Source: an optimization exercise on an open RTL-to-GDS flow (aim: small area and a short achievable clock period). Production flows keep margins and buffers that such runs may drop.
Function was checked by simulation only, so behaviour that the tests miss may differ from the original.
No activity file was given, so power comes from the tool's default toggle rates.

File: design.v
package pam4_pkg;
    typedef logic [1:0] symbol_t;
    typedef logic signed [8-1:0] sample_t;
    typedef logic signed [6-1:0] noise_t;
endpackage
`timescale 1ns/100ps
module chan_comb (
    input  logic s0,
    input  logic s1,
    input  logic p0,
    input  logic p1,
    input  logic n0,
    input  logic n1,
    input  logic n2,
    input  logic n3,
    input  logic n4,
    input  logic n5,
    output logic x0,
    output logic x1,
    output logic x2,
    output logic x3,
    output logic x4,
    output logic x5,
    output logic x6,
    output logic x7
);
    logic new_n19, new_n20, new_n21, new_n22, new_n23, new_n24, new_n25, new_n26, new_n27, new_n28, new_n29, new_n30, new_n31, new_n32, new_n33, new_n35, new_n37, new_n39, new_n40, new_n41, new_n42, new_n43, new_n44, new_n45, new_n46, new_n48, new_n49, new_n50, new_n51, new_n52, new_n53, new_n55, new_n56, new_n57, new_n58, new_n59, new_n60, new_n61, new_n62, new_n63, new_n64, new_n65, new_n67, new_n68, new_n69, new_n70, new_n71, new_n72, new_n73, new_n74, new_n75, new_n76, new_n77, new_n78, new_n79, new_n80, new_n81, new_n82;
    assign new_n19 = ~n2 & ~n3;
    assign new_n20 = s0 & p1;
    assign new_n21 = s1 & ~n5;
    assign new_n22 = p0 & n4;
    assign new_n23 = new_n21 & new_n22;
    assign new_n24 = new_n20 & new_n23;
    assign new_n25 = ~new_n19 & new_n24;
    assign new_n26 = n2 & n3;
    assign new_n27 = ~s0 & ~p1;
    assign new_n28 = ~s1 & n5;
    assign new_n29 = ~p0 & ~n4;
    assign new_n30 = new_n28 & new_n29;
    assign new_n31 = new_n27 & new_n30;
    assign new_n32 = ~new_n26 & new_n31;
    assign new_n33 = n0 & ~new_n32;
    assign x0 = new_n25 | new_n33;
    assign new_n35 = n1 & ~new_n32;
    assign x1 = new_n25 | new_n35;
    assign new_n37 = n2 & ~new_n24;
    assign x2 = ~new_n31 & ~new_n37;
    assign new_n39 = ~p0 & ~new_n26;
    assign new_n40 = ~new_n31 & new_n39;
    assign new_n41 = ~new_n19 & new_n40;
    assign new_n42 = p0 & ~new_n19;
    assign new_n43 = ~new_n40 & ~new_n42;
    assign new_n44 = ~new_n24 & ~new_n43;
    assign new_n45 = ~new_n26 & new_n44;
    assign new_n46 = p0 & ~new_n45;
    assign x3 = new_n41 | new_n46;
    assign new_n48 = ~new_n20 & ~new_n27;
    assign new_n49 = ~n4 & ~new_n48;
    assign new_n50 = n4 & new_n48;
    assign new_n51 = ~new_n49 & ~new_n50;
    assign new_n52 = new_n43 & ~new_n51;
    assign new_n53 = new_n44 & new_n51;
    assign x4 = ~new_n52 & ~new_n53;
    assign new_n55 = ~new_n21 & ~new_n28;
    assign new_n56 = n4 & ~new_n39;
    assign new_n57 = ~new_n42 & ~new_n56;
    assign new_n58 = new_n55 & new_n57;
    assign new_n59 = ~new_n55 & ~new_n57;
    assign new_n60 = ~new_n58 & ~new_n59;
    assign new_n61 = new_n20 & x4;
    assign new_n62 = new_n27 & ~x4;
    assign new_n63 = ~new_n61 & ~new_n62;
    assign new_n64 = new_n60 & ~new_n63;
    assign new_n65 = ~new_n60 & new_n63;
    assign x5 = ~new_n64 & ~new_n65;
    assign new_n67 = ~s1 & ~new_n20;
    assign new_n68 = s1 & ~new_n27;
    assign new_n69 = ~new_n67 & ~new_n68;
    assign new_n70 = ~n5 & ~new_n39;
    assign new_n71 = n5 & ~new_n42;
    assign new_n72 = n4 & ~new_n71;
    assign new_n73 = ~new_n70 & ~new_n72;
    assign new_n74 = ~new_n69 & ~new_n73;
    assign new_n75 = s1 & ~new_n20;
    assign new_n76 = ~new_n27 & ~new_n75;
    assign new_n77 = new_n73 & new_n76;
    assign new_n78 = ~new_n74 & ~new_n77;
    assign new_n79 = ~x5 & ~new_n78;
    assign new_n80 = new_n69 & new_n73;
    assign new_n81 = new_n74 & new_n76;
    assign new_n82 = ~new_n80 & ~new_n81;
    assign x6 = new_n79 | ~new_n82;
    assign x7 = new_n67 | new_n80;
endmodule
module isi_channel (
    input  logic                clk,
    input  logic                rstn,
    input  logic                symbol_valid,
    input  pam4_pkg::symbol_t   symbol,
    input  pam4_pkg::noise_t    noise,
    output logic                sample_valid,
    output pam4_pkg::sample_t   sample_level
);
    pam4_pkg::symbol_t prev_symbol;
    pam4_pkg::sample_t level_sat;
    chan_comb i_chan_comb (
        .s0 (symbol[0]), .s1 (symbol[1]), .p0 (prev_symbol[0]), .p1 (prev_symbol[1]),
        .n0 (noise[0]), .n1 (noise[1]), .n2 (noise[2]), .n3 (noise[3]), .n4 (noise[4]), .n5 (noise[5]),
        .x0 (level_sat[0]), .x1 (level_sat[1]), .x2 (level_sat[2]), .x3 (level_sat[3]),
        .x4 (level_sat[4]), .x5 (level_sat[5]), .x6 (level_sat[6]), .x7 (level_sat[7])
    );
    always_ff @(posedge clk) begin
        sample_valid <= rstn & symbol_valid;
        if (!rstn) begin
            prev_symbol <= 2'd1;
        end else if (symbol_valid) begin
            prev_symbol <= symbol;
        end
    end
    always_ff @(posedge clk) begin
        if (symbol_valid) begin
            sample_level <= level_sat;
        end
    end
endmodule
`timescale 1ns/100ps
module dfe_comb (
    input  logic x0,
    input  logic x1,
    input  logic x2,
    input  logic x3,
    input  logic x4,
    input  logic x5,
    input  logic x6,
    input  logic x7,
    input  logic d0,
    input  logic d1,
    output logic y0,
    output logic y1
);
    logic new_n13, new_n14, new_n15, new_n16, new_n17, new_n18, new_n19, new_n20, new_n21, new_n22, new_n23, new_n24, new_n25, new_n26, new_n27, new_n28, new_n29, new_n30, new_n31, new_n32, new_n33, new_n34, new_n35, new_n36, new_n37, new_n38, new_n39, new_n40, new_n41, new_n42, new_n43, new_n44, new_n45, new_n47;
    assign new_n13 = ~x0 & ~x1;
    assign new_n14 = x2 & ~new_n13;
    assign new_n15 = ~x3 & d0;
    assign new_n16 = ~new_n14 & new_n15;
    assign new_n17 = ~x4 & new_n16;
    assign new_n18 = x5 & ~new_n17;
    assign new_n19 = x3 & new_n14;
    assign new_n20 = ~x4 & ~new_n19;
    assign new_n21 = ~d0 & ~new_n20;
    assign new_n22 = ~x6 & ~new_n21;
    assign new_n23 = ~new_n18 & new_n22;
    assign new_n24 = d1 & new_n23;
    assign new_n25 = ~d1 & ~new_n23;
    assign new_n26 = x4 & ~d0;
    assign new_n27 = new_n19 & new_n26;
    assign new_n28 = ~x6 & ~new_n27;
    assign new_n29 = x5 & ~new_n28;
    assign new_n30 = ~x4 & d0;
    assign new_n31 = x6 & ~new_n30;
    assign new_n32 = ~new_n16 & new_n31;
    assign new_n33 = ~new_n29 & ~new_n32;
    assign new_n34 = ~new_n25 & new_n33;
    assign new_n35 = ~new_n24 & new_n34;
    assign new_n36 = ~x7 & ~new_n35;
    assign new_n37 = x6 & ~new_n17;
    assign new_n38 = x5 & ~new_n22;
    assign new_n39 = ~new_n37 & ~new_n38;
    assign new_n40 = ~x5 & ~new_n27;
    assign new_n41 = new_n32 & ~new_n40;
    assign new_n42 = d1 & ~new_n41;
    assign new_n43 = ~d1 & new_n41;
    assign new_n44 = ~new_n42 & ~new_n43;
    assign new_n45 = ~new_n39 & new_n44;
    assign y0 = new_n36 | new_n45;
    assign new_n47 = x7 & ~new_n43;
    assign y1 = ~new_n24 & ~new_n47;
endmodule
module dfe_detector (
    input  logic                clk,
    input  logic                rstn,
    input  logic                sample_valid,
    input  pam4_pkg::sample_t   sample_level,
    output logic                decision_valid,
    output pam4_pkg::symbol_t   decision_symbol
);
    logic [1:0] dec;
    dfe_comb i_dfe_comb (
        .x0 (sample_level[0]), .x1 (sample_level[1]), .x2 (sample_level[2]), .x3 (sample_level[3]),
        .x4 (sample_level[4]), .x5 (sample_level[5]), .x6 (sample_level[6]), .x7 (sample_level[7]),
        .d0 (decision_symbol[0]), .d1 (decision_symbol[1]),
        .y0 (dec[0]), .y1 (dec[1])
    );
    always_ff @(posedge clk) begin
        decision_valid <= rstn & sample_valid;
        if (!rstn) begin
            decision_symbol <= 2'd1;
        end else if (sample_valid) begin
            decision_symbol <= dec;
        end
    end
endmodule
`timescale 1ns/100ps
module pam4_link (
    input  logic        clk,
    input  logic        rstn,
    input  logic        symbol_valid,
    input  logic [1:0]  symbol,
    input  logic [5:0]  noise,
    output logic        sample_valid,
    output logic [7:0]  sample_level,
    output logic        decision_valid,
    output logic [1:0]  decision_symbol
);
    isi_channel i_isi_channel (
        .clk          (clk),
        .rstn         (rstn),
        .symbol_valid (symbol_valid),
        .symbol       (symbol),
        .noise        (noise),
        .sample_valid (sample_valid),
        .sample_level (sample_level)
    );
    dfe_detector i_dfe_detector (
        .clk             (clk),
        .rstn            (rstn),
        .sample_valid    (sample_valid),
        .sample_level    (sample_level),
        .decision_valid  (decision_valid),
        .decision_symbol (decision_symbol)
    );
endmodule
File: flow/run.sh
#!/bin/bash
# Own layout flow: the standard flow (standard.sh) with three changes.
#  1. The technology-mapping abc call of the standard synthesis script uses flow/map.abc,
#     an area-oriented mapping script, instead of ORFS's abc script. Everything else in
#     synthesis (registers, their names and cells, flattening, renaming) is the standard flow's own.
#  2. No half/full adder cell extraction: abc maps all combinational logic.
#  3. Port buffers are plain buf_1 cells rather than the delay cells buffer_ports picks.
# The make output goes to make_finish.log; ORFS keeps each tool's log under orfs/logs.
set -euo pipefail
WORK=$(pwd)
FLOWDIR=$(cd "$(dirname "${BASH_SOURCE[0]}")" && pwd)
export OWN_ABC_SCRIPT=$FLOWDIR/map.abc
{
  echo 'proc abc {args} {'
  echo '  set i [lsearch -exact $args -script]'
  echo '  if {$i >= 0} { lset args [expr {$i + 1}] $::env(OWN_ABC_SCRIPT) }'
  echo '  yosys abc {*}$args'
  echo '}'
  cat "$WORK/synth_recipe.tcl"
} > "$WORK/own_synth.tcl"
export CTS_ARGS="-repair_clock_nets -dont_use_dummy_load"
export BUFFER_PORTS_ARGS="-inputs -outputs -buffer_cell sky130_fd_sc_hd__buf_1"
bash standard.sh SYNTH_SCRIPT="$WORK/own_synth.tcl" ADDER_MAP_FILE= finish > make_finish.log 2>&1
File: flow/map.abc
strash
dch
map -D 900
topo
File: standard.sh
#!/bin/bash
# synth_recipe.tcl (not shown) runs the flow's synth.tcl, then flattens the netlist and writes it again
# the make line also repeats each setting of config.mk as NAME=value (left out here)
make -C /OpenROAD-flow-scripts/flow DESIGN_CONFIG=/design/flow/config.mk WORK_HOME=/design/flow/orfs CLKGATE_MAP_FILE= SYNTH_SCRIPT=/design/flow/synth_recipe.tcl "${@:-finish}"
File: config.mk
export PLATFORM = sky130hd
export DESIGN_NAME = pam4_link
export DESIGN_NICKNAME = pam4_link
export VERILOG_FILES = /design/flow/design.v
export SDC_FILE = /design/flow/constraint.sdc
export NUM_CORES = 4
export LEC_CHECK = 0
export CAP_MARGIN = 20
export CORE_AREA = 2.5 2.5 62.5 62.5
export DIE_AREA = 0 0 65 65
export SLEW_MARGIN = 20
File: constraint.sdc
create_clock -name core_clock -period 13.0 [get_ports {clk}]
set_input_delay 2.6000 -clock core_clock [delete_from_list [all_inputs] [get_ports {clk}]]
set_output_delay 2.6000 -clock core_clock [all_outputs]
set_load 0.01 [all_outputs]
==> summary.md, run 1 <==
| Metric | Value |
|---|---|
| Status | `complete, no violations` |
| Register bit total from synthesis | `14` |
| Design area | `roughly 990 sq um` |
| Drt via density | `roughly 4.5` |
| Routed WL | `1720 um` |
| WHS Path Cells | `2` |
| Worst Hold Path EP | `i_dfe_detector.decision_valid` |
| RSZ-0062 raised after global routing | `no` |
| Crit-path max cell delay | `roughly 260 ps` |
| Reg2Reg Depth | `10` |
| CTS tree | `done` |
| Post-synthesis sequential area ratio | `approximately 40%` |
| Setup violators final | `0` |
| Core Rows | `21` |
| Most common cell after layout, fill and taps aside | `buf_1` |
| Vias in the first global route | `between 700 and 800` |
| Ports | `23` |
| GRT overflow | `0` |
| Post-DRT Antenna Nets | `0` |
| Post-CTS setup buffers | `0` |
| Diode count | `0` |
| Worst path required time | `~13000 ps` |
| Critical Path AT | `between 3000 and 4000 ps` |
| FF-to-FF End | `i_isi_channel.sample_level[6]` |
| Largest net degree at the start of global routing | `13` |
| Drt pass-1 iters | `4` |
| Crit-path max FO | `5` |
| Max Freq | `259 MHz` |
| Final min period | `3860 ps` |
| Cell mode on critical path | `nand2_1` |
| Final period util | `roughly 30%` |
| Slew Limit Fails | `0` |
| FF/Latch Area | `360 sq um` |
| Worst path top cell family by delay | `simple AND/OR/NAND/NOR gates` |
| Syn_area_per_cell | `between 7 and 8 sq um` |
| Via count | `~800` |
| Reg2Reg Setup Slack | `around 11000 ps` |
| Clk slew on worst S/H paths | `~80 ps` |
| Synthesis Warnings | `2` |
| Placer Congestion | `roughly 0.77` |
| Initial Util | `26.7%` |
| Clk root buf | `clkbuf_4` |
| Worst hold path class | `reg -> reg` |
| Nets | `150` |
| Die height | `65 um` |
| Final Core Density | `between 20% and 30%` |
| Placed inst area | `roughly 970 sq um` |
| Final TNS setup | `0 ps` |
| Most frequent cells in the layout | `22 x buf_1, 20 x clkinv_1, 19 x nand2_1` |
| Area delta synth->final | `9.70%` |
| Worst r2r src | `i_isi_channel.prev_symbol[1]` |
| CTS Buf Count | `3` |
| Worst vdd rail ir drop | `~28 uV` |
| Crit end category | `register` |
| Cells after DPL | `between 150 and 200` |
| Pwr per Cell Area | `105 mW/mm^2` |
| Worst Max-Slew Pin Slew | `approximately 570 ps` |
| Clk sinks | `14` |
| Die area | `~0.0042 sq mm` |
| Clock Skews | `approximately 15 ps` |
| Initial antenna violation count | `0` |
| Design Power | `between 0.1 and 0.15 mW` |
| Place WS | `8830 ps` |
| Post-CTS sizing | `0` |
| Clock Path Buffers | `2` |
| Mapped Cells | `122` |
| Core Box Area | `around 0.0034 sq mm` |
| CP Class | `in -> reg` |
| CP Cell Sequence | `buf_1 > nor2_1 > nand4_1 > nand2_1 > nand2_1 > nand3_1 > nand2_1 > nand2_1 > o211ai_1 > nand2_1 > o21ai_0` |
| Leak | `between 0.3 and 0.4 nW` |
| Horiz. Die Dim | `~65 um` |
| First-pass GRT wire length | `around 2800 um` |
| H-tree Lvls | `1` |
| Post-Syn Area | `about 900 sq um` |
| Global Route Usage Sum | `between 8 and 9%` |
| Worst hold margin | `about 480 ps` |
| Hold Vio Cnt, Final | `0` |
| Synth Net Count | `around 130` |
| Port bufs | `22` |
| Worst path depth | `11` |
| Layout cell share with drive strength beyond 1 | `under 10%` |
| Min-delay src | `i_isi_channel.sample_valid` |
| Final WS setup | `roughly 9100 ps` |
| DP HPWL | `1460 um` |
| Slew HR | `61.7%` |
| Critical path launch point type | `primary input` |
| Final std cells w/o fill | `approximately 180` |
| Hold Buf Count CTS | `0` |
| Max-cap viol count | `0` |
| CP Buf/Inv Count | `1` |
| CP max stage cell | `nor2_1` |
| Footprint of the multi-input gates | `just under 400 sq um` |
| Drt drc | `0` |
| Drt wl/cell | `around 9.4 um` |
| Number of fill cells | `roughly 380` |
| Worst skew pair latency | `~280 ps` |
| Yosys cell types | `20` |
| DRT iter0 DRCs | `36` |
==> state kept, by name, indices dropped and copies added (netlist names) <==
signal	flops
i_isi_channel.sample_valid	1
i_dfe_detector.decision_symbol	2
i_isi_channel.sample_level	8
i_isi_channel.prev_symbol	2
i_dfe_detector.decision_valid	1
==> routing by layer <==
metal,GRT usage (%),routed length (um),share of wire (%)
met1,9.86,773,45
met2,14.3,809,47
met3,1.74,104,6.0
met4,4.79,33,1.9
met5,0,0,0
==> cell type report <==
| cell class | count | share of cell area, % |
|---|---|---|
| sequential | 14 | 36.4 |
| clock buffer | 3 | 2.27 |
| inverter | 20 | 7.58 |
| tap | 46 | 5.81 |
| multi-input combinational | 78 | 39.6 |
| timing repair buffer | 22 | 8.33 |
==> kinds of logic (layout without fill, tap and decap cells) <==
kind of cell           count (synthesis)  count (layout)  synth area share, %
AO/OA/AOI/OAI                         34              34                 21.9
XOR/XNOR                               1               1                0.970
buffers and inverters                 30              45                 16.6
flip-flops                            14              14                 39.9
AND/OR/NAND/NOR                       43              43                 20.6
==> Yosys cell counts <==
cell type | count | area (sq um)
a21boi_0 | 1 | 7.51
a21oi_1 | 8 | 40.0
a22oi_1 | 3 | 22.5
a2bb2oi_1 | 1 | 8.76
a31oi_1 | 1 | 6.26
and2_2 | 1 | 7.51
buf_4 | 10 | 75.1
clkinv_1 | 20 | 75.1
dfxtp_1 | 6 | 120
edfxtp_1 | 8 | 240
nand2_1 | 19 | 71.3
nand3_1 | 8 | 40.0
nand3b_1 | 1 | 7.51
nand4_1 | 3 | 18.8
nor2_1 | 11 | 41.3
o211ai_1 | 3 | 22.5
o21ai_0 | 14 | 70.1
o21bai_1 | 1 | 7.51
o22ai_1 | 2 | 12.5
xor2_1 | 1 | 8.76
==> how the worst max path moves through the flow <==
stage	start	end	slack, ps
global placement	symbol[0]	i_isi_channel.sample_level[6]	8900
finish	symbol[0]	i_isi_channel.sample_level[6]	9140
detailed placement	symbol[0]	i_isi_channel.sample_level[6]	8830
CTS	symbol[0]	i_isi_channel.sample_level[6]	9140
global route	symbol[0]	i_isi_channel.sample_level[6]	8950
floorplan	symbol[0]	i_isi_channel.sample_level[6]	9180
==> where the power goes <==
part / switching, mW / internal (mW) / leakage [nW]
logic: 0.0166 / 0.00989 / 0.208
clock network: 0.0122 / 0.0107 / 0.0138
registers: 0.00316 / 0.0514 / 0.128
==> worst min-delay path: stages, from the launching register on <==
cell and delay (ps):
dfxtp_1 340, clkinv_1 70, nor2_1 40
==> inputs of run 2 (changes only) <==
--- a/flow/run.sh
+++ b/flow/run.sh
@@ -19,5 +19,5 @@
   cat "$WORK/synth_recipe.tcl"
 } > "$WORK/own_synth.tcl"
-export CTS_ARGS="-repair_clock_nets -dont_use_dummy_load"
+export CTS_ARGS="-sink_clustering_enable -repair_clock_nets -dont_use_dummy_load -sink_clustering_size 30 -sink_clustering_max_diameter 200 -buf_list sky130_fd_sc_hd__clkbuf_8 -root_buf sky130_fd_sc_hd__clkbuf_8"
 export BUFFER_PORTS_ARGS="-inputs -outputs -buffer_cell sky130_fd_sc_hd__buf_1"
 bash standard.sh SYNTH_SCRIPT="$WORK/own_synth.tcl" ADDER_MAP_FILE= finish > make_finish.log 2>&1
==> run 2 against run 1 <==
  * Still clean on timing, DRC and antenna
  * Routed wire length up 0.29%
  * Critical path depth unchanged
  * First-iteration DRC count down 17%
  * Worst setup slack worse by 40 ps
  * Non-clock buffer count unchanged
  * Via count down 0.24%
  * Clock power up 49%
  * Combinational power about the same
  * Design area up 1.9%
  * Clock skew down 8.3 ps
  * Critical endpoint unchanged
  * Highest routed layer unchanged
==> summary.md, run 2 <==
| Metric | Value |
|---|---|
| Slew HR | `about 62%` |
| Max Freq | `around 260 MHz` |
| Yosys cell types | `20` |
| Drt drc | `0` |
| FF/Latch Area | `between 300 and 400 sq um` |
| Max reg flops | `8` |
| Clock Path Buffers | `2` |
| Leak | `0.358 nW` |
| Clk sinks | `14` |
| CP Cell Sequence | `buf_1 > nor2_1 > nand4_1 > nand2_1 > nand2_1 > nand3_1 > nand2_1 > nand2_1 > o211ai_1 > nand2_1 > o21ai_0` |
| CP Buf/Inv Count | `1` |
| Via count | `around 820` |
| Number of fill cells | `approximately 380` |
| Drt pass-1 iters | `4` |
| Drt wl/cell | `9.43 um` |
| Port bufs | `22` |
| Cell mode on critical path | `nand2_1` |
| Critical path launch point type | `primary input` |
| Crit-path max cell delay | `roughly 260 ps` |
| Commonest cells post-synth | `20 x clkinv_1, 19 x nand2_1, 14 x o21ai_0, 11 x nor2_1, 10 x buf_4` |
| Diode count | `0` |
| Slew Limit Fails | `0` |
| Hold Vio Cnt, Final | `0` |
| Area delta synth->final | `11.8%` |
| CTS Buf Count | `3` |
| Number of synthesized flops with an enable pin | `8` |
| Post-synth top area share | `about a quarter` |
| Die height | `65 um` |
| Post-Syn Area | `903 sq um` |
| Register bit total from synthesis | `14` |
| Initial Util | `26.7%` |
| Design Power | `around 0.12 mW` |
| Hold Buf Count CTS | `0` |
| Drt via density | `~4.5` |
| Synth area leaders | `edfxtp_1 27%, dfxtp_1 13%, buf_4 8.3%` |
| GRT overflow | `0` |
| Crit-path max FO | `5` |
| Mapped Cells | `~120` |
| Nets | `150` |
| Yosys top cell by area | `edfxtp_1` |
| Clock Skews | `7.17 ps` |
| Clk slew on worst S/H paths | `roughly 50 ps` |
| Routed WL | `~1700 um` |
| Horiz. Die Dim | `65 um` |
| CTS tree | `done` |
| DP HPWL | `~1500 um` |
| Status | `complete, no violations` |
| Clk root buf | `clkbuf_8` |
| Post-DRT Antenna Nets | `0` |
| Post-CTS sizing | `0` |
| First-pass GRT wire length | `between 2000 and 3000 um` |
| Synth Net Count | `133` |
| Reg with most FFs | `i_isi_channel.sample_level` |
| Initial antenna violation count | `0` |
| Top Registers | `i_isi_channel.sample_level (8), i_dfe_detector.decision_symbol (2), i_isi_channel.prev_symbol (2)` |
| H-tree Lvls | `1` |
| Crit end category | `register` |
| Critical Path AT | `about 4000 ps` |
| Post-synth ARST share | `0%` |
| Most frequent cells in the layout | `22 x buf_1, 20 x clkinv_1, 19 x nand2_1` |
| Layout cell share with drive strength beyond 1 | `2.92%` |
| Global Route Usage Sum | `under 10%` |
| Syn_area_per_cell | `roughly 7.4 sq um` |
| Worst path required time | `approximately 13000 ps` |
| Max-cap viol count | `0` |
| Most common cell after layout, fill and taps aside | `buf_1` |
| Final TNS setup | `0 ps` |
| Pwr per Cell Area | `114 mW/mm^2` |
| Ports | `23` |
| Placer Congestion | `between 0.7 and 0.8` |
| Core Box Area | `around 0.0034 sq mm` |
| Setup violators final | `0` |
| Vias in the first global route | `roughly 700` |
| Top_reg_cell synth | `edfxtp_1` |
| Core Rows | `21` |
| CP max stage cell | `nor2_1` |
| Largest net degree at the start of global routing | `13` |
| Worst Max-Slew Pin Slew | `between 500 and 600 ps` |
| Die area | `about 0.0042 sq mm` |
| RSZ-0062 raised after global routing | `no` |
| DRT iter0 DRCs | `30` |
| Worst skew pair latency | `around 240 ps` |
| Most common cell in the synthesized netlist | `clkinv_1` |
| Worst vdd rail ir drop | `31.1 uV` |
| Final period util | `30.0%` |
| Footprint of the multi-input gates | `approximately 390 sq um` |
| Post-CTS setup buffers | `0` |
| Final min period | `approximately 4000 ps` |
| Worst hold path class | `reg -> reg` |
| Post-synthesis sequential area ratio | `about 40%` |
| CP Class | `in -> reg` |
| Synthesis Warnings | `2` |
| Worst path top cell family by delay | `simple AND/OR/NAND/NOR gates` |
## run 2: cell count changes in the layout (fill, tap and decap cells not counted)
| cell | previous run | this run |
|---|---|---|
| clkbuf_4 | 3 | 0 |
| clkbuf_8 | 0 | 3 |
## run 2: kinds of logic (layout without fill, tap and decap cells)
kind of cell | count (synthesis) | count (layout) | synth area share (%)
compound gates | 34 | 34 | 21.9
xor+xnor | 1 | 1 | 0.970
buf+inv | 30 | 45 | 16.6
flops | 14 | 14 | 39.9
simple gates | 43 | 43 | 20.6
## run 2: worst paths after layout
path,start,end,slack [ps],cells after the start
worst max-delay path,symbol[0],i_isi_channel.sample_level[6],9100,11
worst min register to register,i_isi_channel.sample_valid,i_dfe_detector.decision_valid,480,2
worst min-delay path,i_isi_channel.sample_valid,i_dfe_detector.decision_valid,480,2
worst max register to register,i_isi_channel.sample_level[1],i_dfe_detector.decision_symbol[0],11240,8
## run 2: worst reg2reg max path, cell delays in order (launching register included)
cell      delay, ps
edfxtp_1        390
o21ai_0         240
nand3_1         190
o21ai_0         280
clkinv_1         90
o21ai_0         140
nand3_1          90
a22oi_1         140
o21ai_0          90
## run 2: stage by stage
stage	setup slack (ps)	cells	cell area (sq um)	hold WS, ps	util (%)
6_report	9100	183	1010	479	29.8
5_1_grt	8900	183	1010	518	29.8
4_1_cts	9100	183	1010	479	29.8
3_5_place_dp	8830	180	968	470	28.6
3_3_place_gp	8900	180	968	472	28.6
2_1_floorplan	9180	122	903	492	-
## run 2: metal layers
metal / wire length, um / vias up / track usage, %
li1: - / 442 / -
met1: 770 / 348 / 9.86
met2: 813 / 24 / 14.3
met3: 113 / 3 / 1.74
met4: 29 / 0 / 3.19
met5: 0 / - / 0
## run 2: report_power, final
| group | switching, mW | total [mW] | internal (mW) | leakage [nW] |
|---|---|---|---|---|
| logic | 0.0165 | 0.0264 | 0.00989 | 0.208 |
| clock network | 0.0137 | 0.0341 | 0.0204 | 0.0216 |
| registers | 0.00316 | 0.0547 | 0.0515 | 0.128 |
| total | 0.0334 | 0.115 | 0.0818 | 0.358 |
## run 2: layout make-up
type / count / share of cell area [%]
Clock buffer: 3 / 4.09
Inverter: 20 / 7.43
Multi-Input combinational cell: 78 / 38.9
Sequential cell: 14 / 35.7
Tap cell: 46 / 5.70
Timing Repair Buffer: 22 / 8.18
==> inputs of run 3 (changes only) <==
--- a/flow/run.sh
+++ b/flow/run.sh
@@ -19,5 +19,5 @@
   cat "$WORK/synth_recipe.tcl"
 } > "$WORK/own_synth.tcl"
-export CTS_ARGS="-sink_clustering_enable -repair_clock_nets -dont_use_dummy_load -sink_clustering_size 30 -sink_clustering_max_diameter 200 -buf_list sky130_fd_sc_hd__clkbuf_8 -root_buf sky130_fd_sc_hd__clkbuf_8"
+export CTS_ARGS="-sink_clustering_enable -repair_clock_nets -dont_use_dummy_load"
 export BUFFER_PORTS_ARGS="-inputs -outputs -buffer_cell sky130_fd_sc_hd__buf_1"
-bash standard.sh SYNTH_SCRIPT="$WORK/own_synth.tcl" ADDER_MAP_FILE= finish > make_finish.log 2>&1
+bash standard.sh SYNTH_SCRIPT="$WORK/own_synth.tcl" ADDER_MAP_FILE= SETUP_SLACK_MARGIN=9.25 finish > make_finish.log 2>&1
==> run 3 against run 2 <==
  * Still clean on timing, DRC and antenna
  * Via count is 1.6% higher
  * First-iteration DRC count is 43% lower
  * Clock-buffer cell count stayed put
  * Die area stayed put
  * Register-to-register slack worse by 20 ps
  * Flip-flop and latch count stayed put
  * Design area is 6.1% higher
  * Critical path type unchanged
  * Critical endpoint unchanged
  * Largest cell class unchanged
  * Highest routed layer unchanged
==> summary.md, run 3 <==
| Metric | Value |
|---|---|
| Ports | `23` |
| Core Box Area | `approximately 0.0034 sq mm` |
| Diode count | `0` |
| Setup violators final | `0` |
| Max Freq | `~270 MHz` |
| Post-synthesis sequential area ratio | `about 40%` |
| Placer Congestion | `about 0.73` |
| Crit end category | `register` |
| Post-synth top area share | `between 20% and 30%` |
| Top Registers | `i_isi_channel.sample_level (8), i_dfe_detector.decision_symbol (2), i_isi_channel.prev_symbol (2)` |
| Critical path launch point type | `primary input` |
| Drt drc | `0` |
| Syn_area_per_cell | `7.40 sq um` |
| Layout cell share with drive strength beyond 1 | `around 15%` |
| Mapped Cells | `around 120` |
| Post-Syn Area | `roughly 900 sq um` |
| Nets | `~150` |
| Yosys cell types | `20` |
| Die area | `around 0.0042 sq mm` |
| Core Rows | `21` |
| Post-synth ARST share | `0%` |
| Most common cell in the synthesized netlist | `clkinv_1` |
| Clk sinks | `14` |
| Clk root buf | `clkbuf_4` |
| Drt via density | `~4.5` |
| Synth area leaders | `edfxtp_1 27%, dfxtp_1 13%, buf_4 8.3%` |
| Final TNS setup | `0 ps` |
| Status | `complete, no violations` |
| Pwr per Cell Area | `101 mW/mm^2` |
| Max reg flops | `8` |
| Reg with most FFs | `i_isi_channel.sample_level` |
| Via count | `830` |
| Area delta synth->final | `18.6%` |
| Most frequent cells in the layout | `19 x clkinv_1, 19 x buf_1, 15 x nand2_1` |
| Max-cap viol count | `0` |
| Drt pass-1 iters | `4` |
| Routed WL | `about 1800 um` |
| Worst path required time | `about 13000 ps` |
| RSZ-0062 raised after global routing | `yes` |
| Clk slew on worst S/H paths | `around 80 ps` |
| Initial Util | `about a quarter` |
| DRT iter0 DRCs | `17` |
| Worst hold path class | `reg -> reg` |
| CP Class | `in -> reg` |
| Hold Vio Cnt, Final | `0` |
| Design Power | `0.108 mW` |
| Worst skew pair latency | `roughly 270 ps` |
| Crit-path max FO | `5` |
| First-pass GRT wire length | `between 3000 and 4000 um` |
| Synth Net Count | `133` |
| Critical Path AT | `3680 ps` |
| Commonest cells post-synth | `20 x clkinv_1, 19 x nand2_1, 14 x o21ai_0, 11 x nor2_1, 10 x buf_4` |
| DP HPWL | `between 1000 and 1500 um` |
| Worst vdd rail ir drop | `around 21 uV` |
| H-tree Lvls | `1` |
| GRT overflow | `0` |
| Top_reg_cell synth | `edfxtp_1` |
| Worst Max-Slew Pin Slew | `approximately 550 ps` |
| Leak | `a little under 0.4 nW` |
| Yosys top cell by area | `edfxtp_1` |
| Vias in the first global route | `~740` |
| Largest net degree at the start of global routing | `13` |
| Number of fill cells | `377` |
| Clock Path Buffers | `2` |
| Final period util | `between 20% and 30%` |
| Register bit total from synthesis | `14` |
| Initial antenna violation count | `0` |
| Global Route Usage Sum | `about 9.1%` |
| Synthesis Warnings | `2` |
| CTS tree | `done` |
| Final min period | `around 3700 ps` |
| Final Core Density | `31.6%` |
| Port bufs | `22` |
| Slew Limit Fails | `0` |
| WHS Path Cells | `2` |
| Horiz. Die Dim | `65 um` |
| Slew HR | `a little over three fifths` |
| Clock Skews | `6.27 ps` |
| CTS Buf Count | `3` |
| Number of synthesized flops with an enable pin | `8` |
| Die height | `between 60 and 70 um` |
| Reg2Reg Depth | `8` |
| Post-DRT Antenna Nets | `0` |
| Drt wl/cell | `between 9 and 10 um` |
-- run 3: area by class of cell --
type,instances,area [sq um],area share [%]
repair buffers,25,119,11.1
multi-input cells,78,437,40.8
flip-flops and latches,14,360,33.6
well taps,46,57.6,5.37
inverters,20,75.1,7.01
clock buffers,3,22.5,2.10
-- run 3: routing by layer --
metal	global-route usage, %	routed length (um)
met1	10.8	855
met4	5.32	15
met3	1.91	81
met5	0	0
met2	15.2	827
-- run 3: repair_timing --
| item | in CTS | in global routing |
|---|---|---|
| hold buffers | 0 | 0 |
| endpoints found under the setup margin | 2 | 2 |
| pin swaps | 2 | 6 |
| setup buffers | 2 | 1 |
| gates resized for setup | 1 | 20 |
-- run 3: worst max-delay path, stage by stage --
cell and delay [ps]:
buf_1 130, a21oi_1 280, nor2_1 70, a2bb2oi_1 160, and2_2 200, a21oi_1 170, o21ai_2 70
-- run 3: worst paths after layout --
kind | startpoint | to | slack, ps
worst max register to register | i_isi_channel.sample_level[1] | i_dfe_detector.decision_symbol[0] | 11220
worst min register to register | i_isi_channel.sample_valid | i_dfe_detector.decision_valid | 480
worst min-delay path | i_isi_channel.sample_valid | i_dfe_detector.decision_valid | 480
worst max-delay path | noise[3] | i_isi_channel.sample_level[6] | 9340
-- run 3: cell families (layout without fill, tap and decap cells) --
group | count (synthesis) | after routing | share of synthesized area (%)
simple gates | 43 | 43 | 20.6
compound gates | 34 | 34 | 21.9
buf+inv | 30 | 48 | 16.6
flops | 14 | 14 | 39.9
xor+xnor | 1 | 1 | 0.970
-- run 3: power by group --
part | switching [mW] | total, mW | internal [mW] | leakage, nW
clock network | 0.0121 | 0.0228 | 0.0107 | 0.0138
registers | 0.00341 | 0.0548 | 0.0514 | 0.128
logic | 0.0184 | 0.0306 | 0.0123 | 0.247
-- run 3: metrics by stage --
stage | setup WS, ps | cells | area, sq um | hold WS, ps
3_5_place_dp | 8900 | 180 | 971 | 473
2_1_floorplan | 9250 | 122 | 906 | 492
6_report | 9340 | 186 | 1070 | 481
5_1_grt | 9220 | 186 | 1070 | 528
4_1_cts | 9260 | 185 | 1010 | 484
3_3_place_gp | 8920 | 180 | 971 | 473
==> inputs of run 4 (changes only) <==
--- a/flow/run.sh
+++ b/flow/run.sh
@@ -21,3 +21,3 @@
 export CTS_ARGS="-sink_clustering_enable -repair_clock_nets -dont_use_dummy_load"
 export BUFFER_PORTS_ARGS="-inputs -outputs -buffer_cell sky130_fd_sc_hd__buf_1"
-bash standard.sh SYNTH_SCRIPT="$WORK/own_synth.tcl" ADDER_MAP_FILE= SETUP_SLACK_MARGIN=9.25 finish > make_finish.log 2>&1
+bash standard.sh SYNTH_SCRIPT="$WORK/own_synth.tcl" ADDER_MAP_FILE= SETUP_SLACK_MARGIN=9.18 finish > make_finish.log 2>&1
==> run 4 against run 3 <==
  * Highest routed layer unchanged
  * Core utilization fell by 1.3 points
  * Combinational power down 9.5%
  * Global-route usage down 0.70 points
  * Critical path depth rose by 4
  * First-iteration DRC count grew 76%
  * Maximum frequency fell by 0.91%
  * Still clean
  * Non-clock buffer count unchanged
  * Power is 2.6% lower
  * Clock skew rose by 9.1 ps
  * Flip-flop and latch count stayed put
==> summary.md, run 4 <==
| Metric | Value |
|---|---|
| Worst hold margin | `around 480 ps` |
| Drt wl/cell | `9.49 um` |
| Clock Skews | `about 15 ps` |
| Critical path launch point type | `primary input` |
| RSZ-0062 raised after global routing | `no` |
| Worst skew pair latency | `280 ps` |
| Most common cell after layout, fill and taps aside | `buf_1` |
| Via count | `between 800 and 900` |
| Drt drc | `0` |
| Initial antenna violation count | `0` |
| Max reg flops | `8` |
| Clk slew on worst S/H paths | `about 80 ps` |
| Final WS setup | `between 9000 and 10000 ps` |
| Hold Vio Cnt, Final | `0` |
| Layout cell share with drive strength beyond 1 | `8.57%` |
| First-pass GRT wire length | `between 2000 and 3000 um` |
| Status | `complete, no violations` |
| Yosys cell types | `20` |
| Post-synth top area share | `a little over a quarter` |
| CTS tree | `done` |
| Setup violators final | `0` |
| Final min period | `around 3700 ps` |
| Cells after DPL | `180` |
| Crit-path max FO | `5` |
| Worst vdd rail ir drop | `roughly 29 uV` |
| Clock power share | `a little over a fifth` |
| Design Power | `between 0.1 and 0.15 mW` |
| Post-synthesis sequential area ratio | `39.9%` |
| Place WS | `~9000 ps` |
| Crit end category | `register` |
| Clk sinks | `14` |
| Most frequent cells in the layout | `21 x buf_1, 19 x clkinv_1, 18 x nand2_1` |
| Routed WL | `around 1800 um` |
| Comb power frac | `between 20% and 30%` |
| Leak | `~0.37 nW` |
| H-tree Lvls | `1` |
| Largest net degree at the start of global routing | `13` |
| Diode count | `0` |
| Final TNS setup | `0 ps` |
| Commonest cells post-synth | `20 x clkinv_1, 19 x nand2_1, 14 x o21ai_0, 11 x nor2_1, 10 x buf_4` |
| Most common cell in the synthesized netlist | `clkinv_1` |
| Worst Max-Slew Pin Slew | `between 500 and 600 ps` |
| Syn_area_per_cell | `7.40 sq um` |
| Placed inst area | `~970 sq um` |
| Number of fill cells | `approximately 380` |
| Final period util | `between 20 and 30%` |
| Max Freq | `~270 MHz` |
| Number of synthesized flops with an enable pin | `8` |
| Drt via density | `4.52` |
| Register bit total from synthesis | `14` |
| Yosys top cell by area | `edfxtp_1` |
| Slew Limit Fails | `0` |
| Reg power frac | `between 50% and 60%` |
| Drt pass-1 iters | `4` |
| Worst hold path class | `reg -> reg` |
| Placer Congestion | `~0.77` |
| Switching power | `between 0.03 and 0.04 mW` |
| Post-DRT Antenna Nets | `0` |
| CP Class | `in -> reg` |
| Vias in the first global route | `709` |
| Final Core Density | `between 30% and 40%` |
| Reg with most FFs | `i_isi_channel.sample_level` |
| Port bufs | `22` |
| Switching Fraction | `a little under a third` |
| Area delta synth->final | `13.9%` |
| Slew HR | `slightly above 60%` |
| Mapped Cells | `approximately 120` |
| Max-cap viol count | `0` |
| Pwr per Cell Area | `approximately 100 mW/mm^2` |
| Die height | `roughly 65 um` |
| Top Registers | `i_isi_channel.sample_level (8), i_dfe_detector.decision_symbol (2), i_isi_channel.prev_symbol (2)` |
| Core Rows | `21` |
| Horiz. Die Dim | `65 um` |
| Global Route Usage Sum | `under 10%` |
| Ports | `23` |
| CTS Buf Count | `3` |
| Clk root buf | `clkbuf_4` |
| Final std cells w/o fill | `approximately 190` |
| Synth Net Count | `between 100 and 150` |
| Top_reg_cell synth | `edfxtp_1` |
| Clock Path Buffers | `2` |
| Initial Util | `26.7%` |
| DP HPWL | `1460 um` |
| Core Box Area | `between 0.003 and 0.004 sq mm` |
| DRT iter0 DRCs | `30` |
| Post-synth ARST share | `0%` |
| Synthesis Warnings | `2` |
| Design area | `just over 0.001 sq mm` |
| Nets | `153` |
| Die area | `between 0.004 and 0.005 sq mm` |
| Worst path required time | `13040 ps` |
| GRT overflow | `0` |
| Critical Path AT | `around 3700 ps` |
| Internal power | `about 0.073 mW` |
| Synth area leaders | `edfxtp_1 27%, dfxtp_1 13%, buf_4 8.3%` |
| Post-Syn Area | `~900 sq um` |
==> run 4: changes by cell type in the layout (fill, tap and decap cells not counted) <==
cell	delta
nand3_2	-2
nand3_1	+2
nand2_2	-2
nand2_1	+3
buf_1	+2
o21ai_1	+1
o21ai_0	+1
clkbuf_2	-1
nand2_4	-1
buf_8	-1
o21ai_2	-2
==> run 4: area by class of cell <==
| class | instances | area, sq um | share of cell area (%) |
|---|---|---|---|
| well taps | 46 | 57.6 | 5.60 |
| inverters | 20 | 75.1 | 7.30 |
| clock buffers | 3 | 22.5 | 2.19 |
| flip-flops and latches | 14 | 360 | 35.0 |
| multi-input cells | 78 | 407 | 39.5 |
| repair buffers | 25 | 106 | 10.3 |
==> run 4: routing by layer <==
metal / global-route usage (%) / part of all wire [%]
met2: 14.3 / 48
met3: 1.74 / 6.1
met1: 9.86 / 44
met5: 0 / 0
met4: 4.79 / 1.9
==> run 4: cells by family after synthesis <==
group | after synthesis | synth area share, %
and+or+nand+nor | 43 | 20.6
AOI/OAI and AO/OA | 34 | 21.9
buffers and inverters | 30 | 16.6
DFF | 14 | 39.9
xor gates and xnor gates | 1 | 0.970
==> run 4: worst max-delay path, cell delays in order <==
cell	delay [ps]
clkbuf_2	120
nor2_4	140
nand4_1	130
nand2_1	120
nand2_1	70
nand3_1	80
nand2_1	120
nand2_1	90
o211ai_1	90
nand2_1	90
o21ai_0	70
==> run 4: path summary, 6_finish.rpt <==
path / cells after the start / start / to / slack [ps]
worst max-delay path: 11 / symbol[0] / i_isi_channel.sample_level[6] / 9310
worst max register to register: 8 / i_isi_channel.sample_level[1] / i_dfe_detector.decision_symbol[0] / 11250
worst min-delay path: 2 / i_isi_channel.sample_valid / i_dfe_detector.decision_valid / 480
worst min register to register: 2 / i_isi_channel.sample_valid / i_dfe_detector.decision_valid / 480
==> run 4: power groups by stage <==
| stage | Combinational (mW) | Clock, mW | Sequential, mW |
|---|---|---|---|
| 6_report | 0.0277 | 0.0229 | 0.0547 |
| 5_1_grt | 0.0316 | 0.0261 | 0.0554 |
| 4_1_cts | 0.0267 | 0.0243 | 0.0547 |
| 3_5_place_dp | 0.0266 | 0 | 0.0557 |
| 3_3_place_gp | 0.0262 | 0 | 0.0557 |
| 2_1_floorplan | 0.0225 | 0 | 0.0548 |
==> run 4: repair_timing <==
item / 4_1_cts / 5_1_grt
resized for setup: 1 / 7
pin swaps: 0 / 3
endpoints found under the setup margin: 2 / 2
hold buffers: 0 / 0
buffers inserted: 0 / 3
==> inputs of run 5 (changes only) <==
--- a/flow/run.sh
+++ b/flow/run.sh
@@ -21,3 +21,3 @@
 export CTS_ARGS="-sink_clustering_enable -repair_clock_nets -dont_use_dummy_load"
 export BUFFER_PORTS_ARGS="-inputs -outputs -buffer_cell sky130_fd_sc_hd__buf_1"
-bash standard.sh SYNTH_SCRIPT="$WORK/own_synth.tcl" ADDER_MAP_FILE= SETUP_SLACK_MARGIN=9.18 finish > make_finish.log 2>&1
+bash standard.sh SYNTH_SCRIPT="$WORK/own_synth.tcl" ADDER_MAP_FILE= SETUP_SLACK_MARGIN=9.12 finish > make_finish.log 2>&1
==> run 5 against run 4 <==
  * Power fell by 0.98%
  * Cell count decreased by 1.6%
  * Combinational power down 3%
  * Routed wire length fell by 2.3%
  * Hold slack got worse by 0.65 ps
  * Critical path depth stayed put
  * Via count decreased by 2.3%
  * Die area did not move
  * Clock skew down 1.3 ps
  * Highest routed layer unchanged
==> summary.md, run 5 <==
| Metric | Value |
|---|---|
| Synthesis Warnings | `2` |
| Number of fill cells | `between 300 and 400` |
| DRT iter0 DRCs | `31` |
| Post-CTS setup buffers | `0` |
| Core Box Area | `between 0.003 and 0.004 sq mm` |
| CP Class | `in -> reg` |
| Drt via density | `4.49` |
| H-tree Lvls | `1` |
| Register bit total from synthesis | `14` |
| Critical Path AT | `3770 ps` |
| Ports | `23` |
| CTS tree | `done` |
| Hold Vio Cnt, Final | `0` |
| Post-Syn Area | `~900 sq um` |
| Reg with most FFs | `i_isi_channel.sample_level` |
| Internal power | `0.0722 mW` |
| Min-delay src | `i_isi_channel.sample_valid` |
| Syn_area_per_cell | `roughly 7.4 sq um` |
| Yosys cell types | `20` |
| GRT overflow | `0` |
| Die height | `around 65 um` |
| Initial Util | `about a quarter` |
| Worst skew pair latency | `between 200 and 300 ps` |
| Slew Limit Fails | `0` |
| Drt pass-1 iters | `4` |
| Number of synthesized flops with an enable pin | `8` |
| Pwr per Cell Area | `around 100 mW/mm^2` |
| Crit-path max FO | `5` |
| Cell mode on critical path | `nand2_1` |
| Final Core Density | `between 20 and 30%` |
| CP max stage cell | `nor2_4` |
| Clk slew on worst S/H paths | `about 80 ps` |
| Worst hold path class | `reg -> reg` |
| Post-synth top area share | `26.6%` |
| Max-cap viol count | `0` |
| Max reg flops | `8` |
| Largest net degree at the start of global routing | `13` |
| Routed WL | `between 1500 and 2000 um` |
| Top Registers | `i_isi_channel.sample_level (8), i_dfe_detector.decision_symbol (2), i_isi_channel.prev_symbol (2)` |
| Clk sinks | `14` |
| Nets | `150` |
| Top_reg_cell synth | `edfxtp_1` |
| Slew HR | `between 60% and 70%` |
| Initial antenna violation count | `0` |
| Setup violators final | `0` |
| Worst path required time | `13030 ps` |
| WHS Path Cells | `2` |
| Drt drc | `0` |
| Worst Setup SP | `symbol[0]` |
| Via count | `822` |
| Die area | `around 0.0042 sq mm` |
| Diode count | `0` |
| Critical path launch point type | `primary input` |
| DP HPWL | `1460 um` |
| Final period util | `between 20 and 30%` |
| Synth Net Count | `133` |
| CP Cell Sequence | `buf_1 > nor2_4 > nand4_1 > nand2_1 > nand2_1 > nand3_1 > nand2_1 > nand2_1 > o211ai_1 > nand2_1 > o21ai_0` |
| Clk root buf | `clkbuf_4` |
| Post-DRT Antenna Nets | `0` |
| Status | `complete, no violations` |
| Most common cell after layout, fill and taps aside | `buf_1` |
| Switching Fraction | `30.8%` |
| Switching power | `around 0.032 mW` |
| Worst r2r src | `i_isi_channel.sample_level[1]` |
| Crit-path max cell delay | `approximately 170 ps` |
| Drt wl/cell | `between 9 and 10 um` |
| Final min period | `about 3700 ps` |
| Post-synthesis sequential area ratio | `39.9%` |
| Port bufs | `22` |
| Most common cell in the synthesized netlist | `clkinv_1` |
| Layout cell share with drive strength beyond 1 | `around 4.4%` |
| Horiz. Die Dim | `roughly 65 um` |
| Reg2Reg Depth | `8` |
| Final TNS setup | `0 ps` |
| Mapped Cells | `~120` |
| Global Route Usage Sum | `between 8 and 9%` |
| CTS Buf Count | `3` |
| Crit end category | `register` |
| First-pass GRT wire length | `2790 um` |
| Clock Path Buffers | `2` |
| Commonest cells post-synth | `20 x clkinv_1, 19 x nand2_1, 14 x o21ai_0, 11 x nor2_1, 10 x buf_4` |
| Post-synth ARST share | `0%` |
| Comb power frac | `between 20 and 30%` |
| Reg power frac | `52.4%` |
| Clock Skews | `approximately 14 ps` |
| Design Power | `~0.10 mW` |
| Area delta synth->final | `10.8%` |
| Placer Congestion | `0.767` |
| Max Freq | `about 270 MHz` |
| RSZ-0062 raised after global routing | `no` |
| Clock power share | `a little over a fifth` |
| Worst vdd rail ir drop | `between 20 and 30 uV` |
| Yosys top cell by area | `edfxtp_1` |
| Leak | `around 0.35 nW` |
| Vias in the first global route | `between 700 and 800` |
| Most frequent cells in the layout | `22 x buf_1, 20 x clkinv_1, 18 x nand2_1` |
| Synth area leaders | `edfxtp_1 27%, dfxtp_1 13%, buf_4 8.3%` |
| Worst Max-Slew Pin Slew | `571 ps` |
| Core Rows | `21` |
## run 5: layer usage
metal	vias to the layer above	part of all wire, %	track usage, %
met5	-	0	0
met4	0	1.9	4.79
met3	4	6.0	1.74
met2	22	48	14.3
met1	353	44	9.86
li1	443	-	-
## run 5: cells by family (layout without fill, tap and decap cells)
kind of cell    after synthesis  after routing  share of synthesized area, %
xor+xnor                      1              1                         0.970
flops                        14             14                          39.9
buf+inv                      30             45                          16.6
compound gates               34             34                          21.9
simple gates                 43             43                          20.6
## run 5: layout make-up
cell class	instances	area, sq um	share of cell area [%]
inverters	20	75.1	7.50
well taps	46	57.6	5.75
repair buffers	22	82.6	8.25
clock buffers	3	22.5	2.25
multi-input cells	78	403	40.2
flip-flops and latches	14	360	36.0
## run 5: timing repair
item,CTS,global route
hold endpoints to repair,0,0
hold buffers,0,0
resized for setup,0,5
endpoints found under the setup margin,0,2
## run 5: worst paths after layout
check                           slack, ps                           endpoint
worst max-delay path                 9270      i_isi_channel.sample_level[6]
worst max register to register      11250  i_dfe_detector.decision_symbol[0]
worst min-delay path                  480      i_dfe_detector.decision_valid
worst min register to register        480      i_dfe_detector.decision_valid
## run 5: power by group through the flow
stage	clock network (mW)	registers (mW)	logic, mW
floorplan	0	0.0548	0.0225
global placement	0	0.0557	0.0262
detailed placement	0	0.0557	0.0266
CTS	0.0243	0.0547	0.0267
global route	0.0261	0.0554	0.0307
finish	0.0228	0.0547	0.0268
## run 5: critical path, delay by kind of cell
family          cells  cell delay (ps)
buf+inv             1              130
simple gates        8              880
compound gates      2              160
## run 5: stage by stage
step                setup WS [ps]  instances  hold slack (ps)  instance area, sq um
floorplan                    9180        122              492                   903
global placement             8900        180              472                   968
detailed placement           8830        180              470                   968
CTS                          9140        183              483                   991
global route                 9120        183              523                  1000
finish                       9270        183              482                  1000
==> inputs of run 6 (changes only) <==
--- a/flow/run.sh
+++ b/flow/run.sh
@@ -21,3 +21,3 @@
 export CTS_ARGS="-sink_clustering_enable -repair_clock_nets -dont_use_dummy_load"
 export BUFFER_PORTS_ARGS="-inputs -outputs -buffer_cell sky130_fd_sc_hd__buf_1"
-bash standard.sh SYNTH_SCRIPT="$WORK/own_synth.tcl" ADDER_MAP_FILE= SETUP_SLACK_MARGIN=9.12 finish > make_finish.log 2>&1
+bash standard.sh SYNTH_SCRIPT="$WORK/own_synth.tcl" ADDER_MAP_FILE= SETUP_SLACK_MARGIN=9.15 finish > make_finish.log 2>&1
==> run 6 against run 5 <==
  * Still clean on timing, DRC and antenna
  * Critical path depth unchanged
  * Maximum frequency increased by 1.1%
  * Register-to-register slack about the same
==> summary.md, run 6 <==
| Metric | Value |
|---|---|
| Core Rows | `21` |
| Reg with most FFs | `i_isi_channel.sample_level` |
| Max Freq | `about 270 MHz` |
| Largest net degree at the start of global routing | `13` |
| GRT overflow | `0` |
| CP max stage cell | `nor2_4` |
| Critical Path AT | `about 3700 ps` |
| H-tree Lvls | `1` |
| CP Class | `in -> reg` |
| Die area | `about 0.0042 sq mm` |
| Max reg flops | `8` |
| Mapped Cells | `roughly 120` |
| Initial Util | `26.7%` |
| Slew Limit Fails | `0` |
| Initial antenna violation count | `0` |
| Top Registers | `i_isi_channel.sample_level (8), i_dfe_detector.decision_symbol (2), i_isi_channel.prev_symbol (2)` |
| Port bufs | `22` |
| Die height | `about 65 um` |
| First-pass GRT wire length | `about 2800 um` |
| RSZ-0062 raised after global routing | `no` |
| Worst path depth | `11` |
| Final min period | `3690 ps` |
| Most frequent cells in the layout | `21 x buf_1, 19 x clkinv_1, 18 x nand2_1` |
| Worst hold path class | `reg -> reg` |
| Worst Max-Slew Pin Slew | `~580 ps` |
| Clk slew on worst S/H paths | `roughly 80 ps` |
| Worst r2r src | `i_isi_channel.sample_level[1]` |
| Most common cell after layout, fill and taps aside | `buf_1` |
| Hold Vio Cnt, Final | `0` |
| Worst skew pair latency | `between 200 and 300 ps` |
| Slew HR | `between 60% and 70%` |
| Worst Setup SP | `symbol[0]` |
| Synthesis Warnings | `2` |
| Area delta synth->final | `13.9%` |
| Core Box Area | `approximately 0.0034 sq mm` |
| Pwr per Cell Area | `~100 mW/mm^2` |
| CP Cell Sequence | `clkbuf_2 > nor2_4 > nand4_1 > nand2_1 > nand2_1 > nand3_1 > nand2_1 > nand2_1 > o211ai_1 > nand2_1 > o21ai_0` |
| Hold Buf Count CTS | `0` |
| Nets | `153` |
| Drt drc | `0` |
| Crit end category | `register` |
| DRT iter0 DRCs | `30` |
| Synth area leaders | `edfxtp_1 27%, dfxtp_1 13%, buf_4 8.3%` |
| Worst path required time | `13040 ps` |
| Yosys cell types | `20` |
| Clock Path Buffers | `2` |
| Placer Congestion | `0.767` |
| Routed WL | `~1800 um` |
| Final WS setup | `slightly above 9000 ps` |
| Diode count | `0` |
| Drt wl/cell | `about 9.5 um` |
| Post-DRT Antenna Nets | `0` |
| Drt via density | `approximately 4.5` |
| Post-synth ARST share | `0%` |
| Leak | `~0.37 nW` |
| Crit-path max cell delay | `140 ps` |
| Cell mode on critical path | `nand2_1` |
| FF/Latch Area | `roughly 360 sq um` |
| Final std cells w/o fill | `between 150 and 200` |
| Setup violators final | `0` |
| Layout cell share with drive strength beyond 1 | `under 10%` |
| Yosys top cell by area | `edfxtp_1` |
| Number of synthesized flops with an enable pin | `8` |
| Post-synth top area share | `about a quarter` |
| Vias in the first global route | `between 700 and 800` |
| Final period util | `28.4%` |
| Worst vdd rail ir drop | `around 29 uV` |
| Place WS | `just under 9000 ps` |
| Clk sinks | `14` |
| CP Buf/Inv Count | `1` |
| Horiz. Die Dim | `roughly 65 um` |
| Top_reg_cell synth | `edfxtp_1` |
| Clock Skews | `~15 ps` |
| CTS tree | `done` |
| Global Route Usage Sum | `8.45%` |
| Reg2Reg Setup Slack | `roughly 11000 ps` |
| Crit-path max FO | `5` |
| CTS Buf Count | `3` |
| Commonest cells post-synth | `20 x clkinv_1, 19 x nand2_1, 14 x o21ai_0, 11 x nor2_1, 10 x buf_4` |
| Status | `complete, no violations` |
| DP HPWL | `1460 um` |
| Via count | `841` |
| Ports | `23` |
| Register bit total from synthesis | `14` |
| Critical path launch point type | `primary input` |
| Cells after DPL | `180` |
| Drt pass-1 iters | `4` |
| Clk root buf | `clkbuf_4` |
| Design Power | `0.105 mW` |
| Synth Net Count | `roughly 130` |
| Syn_area_per_cell | `between 7 and 8 sq um` |
| Worst path top cell family by delay | `simple AND/OR/NAND/NOR gates` |
| Max-cap viol count | `0` |
| Reg2Reg Depth | `8` |
| End of the critical path | `i_isi_channel.sample_level[6]` |
| Final TNS setup | `0 ps` |
| FF-to-FF End | `i_dfe_detector.decision_symbol[0]` |
| Post-Syn Area | `roughly 900 sq um` |
| Number of fill cells | `375` |
| Post-synthesis sequential area ratio | `about two fifths` |
| Most common cell in the synthesized netlist | `clkinv_1` |
| Footprint of the multi-input gates | `407 sq um` |
-- run 6: cell types whose count changed in the layout (fill, tap and decap cells not counted) --
cell | previous run | this run
clkinv_1 | 20 | 19
o21ai_1 | 2 | 1
o21ai_2 | 0 | 1
buf_1 | 22 | 21
buf_4 | 0 | 3
clkbuf_2 | 0 | 1
inv_2 | 0 | 1
-- run 6: kinds of logic after synthesis --
family / Yosys count / share of synthesized area, %
flip-flops: 14 / 39.9
XOR/XNOR: 1 / 0.970
buffers and inverters: 30 / 16.6
AO/OA/AOI/OAI: 34 / 21.9
AND/OR/NAND/NOR: 43 / 20.6
-- run 6: repair_timing --
item,CTS,global route
setup endpoints to repair,1,2
pin swaps,0,3
setup buffers,0,3
cloned,0,0
gates resized for setup,1,7
-- run 6: final cells by class --
cell class                 instances  area share [%]
inverter                          20            7.30
tap                               46            5.60
sequential                        14            35.0
clock buffer                       3            2.19
timing repair buffer              25            10.3
multi-input combinational         78            39.5
-- run 6: through the flow --
stage               hold slack, ps  area, sq um  utilization, %
floorplan                      492          903               -
global placement               472          968            28.6
detailed placement             470          968            28.6
CTS                            483          993            29.3
global route                   523         1030            30.3
finish                         483         1030            30.3
-- run 6: how the worst min path moves through the flow --
stage / start / to / slack (ps) / cells past startpoint
2_1_floorplan: i_isi_channel.prev_symbol[0] / i_isi_channel.prev_symbol[0] / 490 / 2
3_3_place_gp: i_isi_channel.sample_valid / i_dfe_detector.decision_valid / 470 / 2
3_5_place_dp: i_isi_channel.sample_valid / i_dfe_detector.decision_valid / 470 / 2
4_1_cts: i_isi_channel.sample_valid / i_dfe_detector.decision_valid / 480 / 2
5_1_grt: i_isi_channel.sample_valid / i_dfe_detector.decision_valid / 520 / 2
6_report: i_isi_channel.sample_valid / i_dfe_detector.decision_valid / 480 / 2
-- run 6: metal layers --
layer / vias up / global-route usage (%) / wire length [um]
li1: 449 / - / -
met1: 362 / 9.86 / 781
met2: 26 / 14.3 / 843
met3: 4 / 1.74 / 108
met4: 0 / 4.79 / 33
met5: - / 0 / 0
-- run 6: where the power goes --
part | total, mW | internal [mW] | switching (mW)
sequential | 0.0547 | 0.0514 | 0.00334
combinational | 0.0277 | 0.0107 | 0.0170
clock | 0.0229 | 0.0107 | 0.0122
total | 0.105 | 0.0728 | 0.0326
-- run 6: worst min-delay path, delay by kind of cell, from the launching register on --
family,cells,cell delay (ps)
AND/OR/NAND/NOR,1,40
flip-flops,1,340
buffers and inverters,1,70
==> inputs of run 7 (changes only) <==
--- a/flow/run.sh
+++ b/flow/run.sh
@@ -21,3 +21,3 @@
 export CTS_ARGS="-sink_clustering_enable -repair_clock_nets -dont_use_dummy_load"
 export BUFFER_PORTS_ARGS="-inputs -outputs -buffer_cell sky130_fd_sc_hd__buf_1"
-bash standard.sh SYNTH_SCRIPT="$WORK/own_synth.tcl" ADDER_MAP_FILE= SETUP_SLACK_MARGIN=9.15 finish > make_finish.log 2>&1
+bash standard.sh SYNTH_SCRIPT="$WORK/own_synth.tcl" ADDER_MAP_FILE= SETUP_SLACK_MARGIN=9.08 finish > make_finish.log 2>&1
==> run 7 against run 6 <==
  * Still clean
  * Largest power group unchanged
  * Global-route usage unchanged
  * Maximum frequency shrank 1.1%
  * Via count fell by 2.3%
==> summary.md, run 7 <==
| Metric | Value |
|---|---|
| Clock Path Buffers | `2` |
| RSZ-0062 raised after global routing | `no` |
| Drt via density | `between 4 and 5` |
| Mapped Cells | `122` |
| CTS Buf Count | `3` |
| DRT iter0 DRCs | `31` |
| Min-delay src | `i_isi_channel.sample_valid` |
| Register bit total from synthesis | `14` |
| Status | `complete, no violations` |
| Worst Hold Path EP | `i_dfe_detector.decision_valid` |
| Core Box Area | `around 0.0034 sq mm` |
| FF-to-FF End | `i_dfe_detector.decision_symbol[0]` |
| Placer Congestion | `approximately 0.77` |
| Drt drc | `0` |
| Post-DRT Antenna Nets | `0` |
| Global Route Usage Sum | `between 8 and 9%` |
| Worst vdd rail ir drop | `28.5 uV` |
| CTS tree | `done` |
| Post-Syn Area | `about 900 sq um` |
| Worst skew pair latency | `approximately 280 ps` |
| Slew Limit Fails | `0` |
| Most frequent cells in the layout | `22 x buf_1, 20 x clkinv_1, 18 x nand2_1` |
| Reg2Reg Depth | `8` |
| Critical Path AT | `between 3000 and 4000 ps` |
| Most common cell in the synthesized netlist | `clkinv_1` |
| Setup violators final | `0` |
| Initial Util | `approximately a quarter` |
| Worst hold path class | `reg -> reg` |
| Drt pass-1 iters | `4` |
| Layout cell share with drive strength beyond 1 | `4.38%` |
| Number of fill cells | `around 380` |
| Yosys cell types | `20` |
| Worst Setup SP | `symbol[0]` |
| Horiz. Die Dim | `65 um` |
| Top_reg_cell synth | `edfxtp_1` |
| Critical path launch point type | `primary input` |
| Ports | `23` |
| Via count | `~820` |
| Hold Vio Cnt, Final | `0` |
| Leak | `0.352 nW` |
| Reg with most FFs | `i_isi_channel.sample_level` |
| Worst Max-Slew Pin Slew | `571 ps` |
| Crit-path max FO | `5` |
| Design Power | `between 0.1 and 0.15 mW` |
| Clk sinks | `14` |
| Post-synthesis sequential area ratio | `roughly two fifths` |
| Number of synthesized flops with an enable pin | `8` |
| Final TNS setup | `0 ps` |
| Clk slew on worst S/H paths | `80 ps` |
| Slew HR | `61.9%` |
| Top Registers | `i_isi_channel.sample_level (8), i_dfe_detector.decision_symbol (2), i_isi_channel.prev_symbol (2)` |
| Syn_area_per_cell | `7.40 sq um` |
| Synthesis Warnings | `2` |
| Most common cell after layout, fill and taps aside | `buf_1` |
| Area delta synth->final | `10.8%` |
| Yosys top cell by area | `edfxtp_1` |
| Crit end category | `register` |
| Max reg flops | `8` |
| Worst path required time | `around 13000 ps` |
| Die area | `about 0.0042 sq mm` |
| Worst r2r src | `i_isi_channel.sample_level[1]` |
| Final period util | `28.7%` |
| Max-cap viol count | `0` |
| Clock Skews | `roughly 14 ps` |
| Initial antenna violation count | `0` |
| Drt wl/cell | `9.43 um` |
| Max Freq | `~270 MHz` |
| Final Core Density | `between 20% and 30%` |
| Worst hold margin | `between 400 and 500 ps` |
| First-pass GRT wire length | `roughly 2800 um` |
| DP HPWL | `1460 um` |
| Pwr per Cell Area | `about 100 mW/mm^2` |
| Routed WL | `~1700 um` |
| Largest net degree at the start of global routing | `13` |
| Commonest cells post-synth | `20 x clkinv_1, 19 x nand2_1, 14 x o21ai_0, 11 x nor2_1, 10 x buf_4` |
| Hold Buf Count CTS | `0` |
| Nets | `150` |
| Post-synth top area share | `26.6%` |
| Port bufs | `22` |
| Final min period | `between 3000 and 4000 ps` |
| GRT overflow | `0` |
| Post-synth ARST share | `0%` |
| H-tree Lvls | `1` |
| Diode count | `0` |
| Core Rows | `21` |
| CP Class | `in -> reg` |
| Reg2Reg Setup Slack | `11250 ps` |
| Clk root buf | `clkbuf_4` |
| Die height | `approximately 65 um` |
| WHS Path Cells | `2` |
| Synth area leaders | `edfxtp_1 27%, dfxtp_1 13%, buf_4 8.3%` |
| Vias in the first global route | `between 700 and 800` |
| Synth Net Count | `roughly 130` |
-- run 7: final cells by class --
cell class                      instances  area (sq um)  area share [%]
Inverter                               20          75.1            7.50
Tap cell                               46          57.6            5.75
Sequential cell                        14           360            36.0
Clock buffer                            3          22.5            2.25
Timing Repair Buffer                   22          82.6            8.25
Multi-Input combinational cell         78           403            40.2
-- run 7: how the worst max path moves through the flow --
stage | end | slack [ps] | depth (start not counted)
after floorplan | i_isi_channel.sample_level[6] | 9180 | 10
after global placement | i_isi_channel.sample_level[6] | 8900 | 11
after detailed placement | i_isi_channel.sample_level[6] | 8830 | 11
after CTS | i_isi_channel.sample_level[6] | 9140 | 11
after global routing | i_isi_channel.sample_level[6] | 9120 | 10
final | i_isi_channel.sample_level[6] | 9270 | 11
-- run 7: worst max-delay path, cell delays in order --
cell and delay [ps]:
buf_1 130, nor2_4 170, nand4_1 130, nand2_1 130, nand2_1 70, nand3_1 80, nand2_1 120, nand2_1 90
o211ai_1 90, nand2_1 90, o21ai_0 70
-- run 7: cell families after synthesis --
group / after synthesis / synth area share, %
flip-flops: 14 / 39.9
buffers and inverters: 30 / 16.6
XOR/XNOR: 1 / 0.970
AO/OA/AOI/OAI: 34 / 21.9
AND/OR/NAND/NOR: 43 / 20.6
-- run 7: metal layers --
layer	vias to the layer above	track usage [%]	wire length, um
met3	4	1.74	103
met1	353	9.86	766
met2	22	14.3	823
met4	0	4.79	33
li1	443	-	-
met5	-	0	0
-- run 7: through the flow --
| step | std cells | cell area, sq um | worst slack [ps] |
|---|---|---|---|
| after floorplan | 122 | 903 | 9180 |
| after global placement | 180 | 968 | 8900 |
| after detailed placement | 180 | 968 | 8830 |
| after CTS | 183 | 991 | 9140 |
| after global routing | 183 | 1000 | 9120 |
| final | 183 | 1000 | 9270 |
-- run 7: timing repair --
item,CTS,global route
endpoints found under the setup margin,0,2
gates resized for setup,0,5
endpoints found under the hold margin,0,0
buffers inserted,0,0
-- run 7: report_power, final --
part	switching, mW	internal (mW)
combinational	0.0167	0.0101
sequential	0.00332	0.0514
clock	0.0121	0.0107

-- separate check: timing with driven ports --
The flow's constraints put no driver on any port. The routed layouts listed below were extracted and timed again, unchanged, in two steps.
Step 1 sets driving cells, clkbuf_16 on the clock port and buf_2 on the other inputs (assumed; they add their load-dependent delay and slew).
Step 2 times the ports against the registers' clock, not the clock port: input delays grow and output delays shrink by t, the midpoint of the rising clock arrivals with the driver on.
Slacks: ideal / step 1 / step 2; pairs: ideal / step 1.
run | t (ns) | slack for setup (ns) | hold WS [ns] | clock arrival spread, ns | worst data-port slew with drivers (ns)
run 1 | 0.289 | 9.139 / 9.133 / 8.844 | 0.483 / 0.483 / 0.483 | 0.016 / 0.016 | 0.03
run 2 | 0.261 | 9.099 / 9.095 / 8.834 | 0.479 / 0.479 / 0.479 | 0.007 / 0.007 | 0.03
run 3 | 0.287 | 9.342 / 9.343 / 9.056 | 0.481 / 0.481 / 0.481 | 0.006 / 0.006 | 0.05
run 4 | 0.289 | 9.308 / 9.302 / 9.013 | 0.483 / 0.483 / 0.483 | 0.015 / 0.016 | 0.03
run 5 | 0.288 | 9.268 / 9.263 / 8.974 | 0.482 / 0.482 / 0.482 | 0.015 / 0.015 | 0.03
run 6 | 0.289 | 9.308 / 9.302 / 9.013 | 0.483 / 0.483 / 0.483 | 0.015 / 0.016 | 0.03
run 7 | 0.288 | 9.268 / 9.263 / 8.974 | 0.482 / 0.482 / 0.482 | 0.015 / 0.015 | 0.03
After both steps every run listed still meets setup and hold.
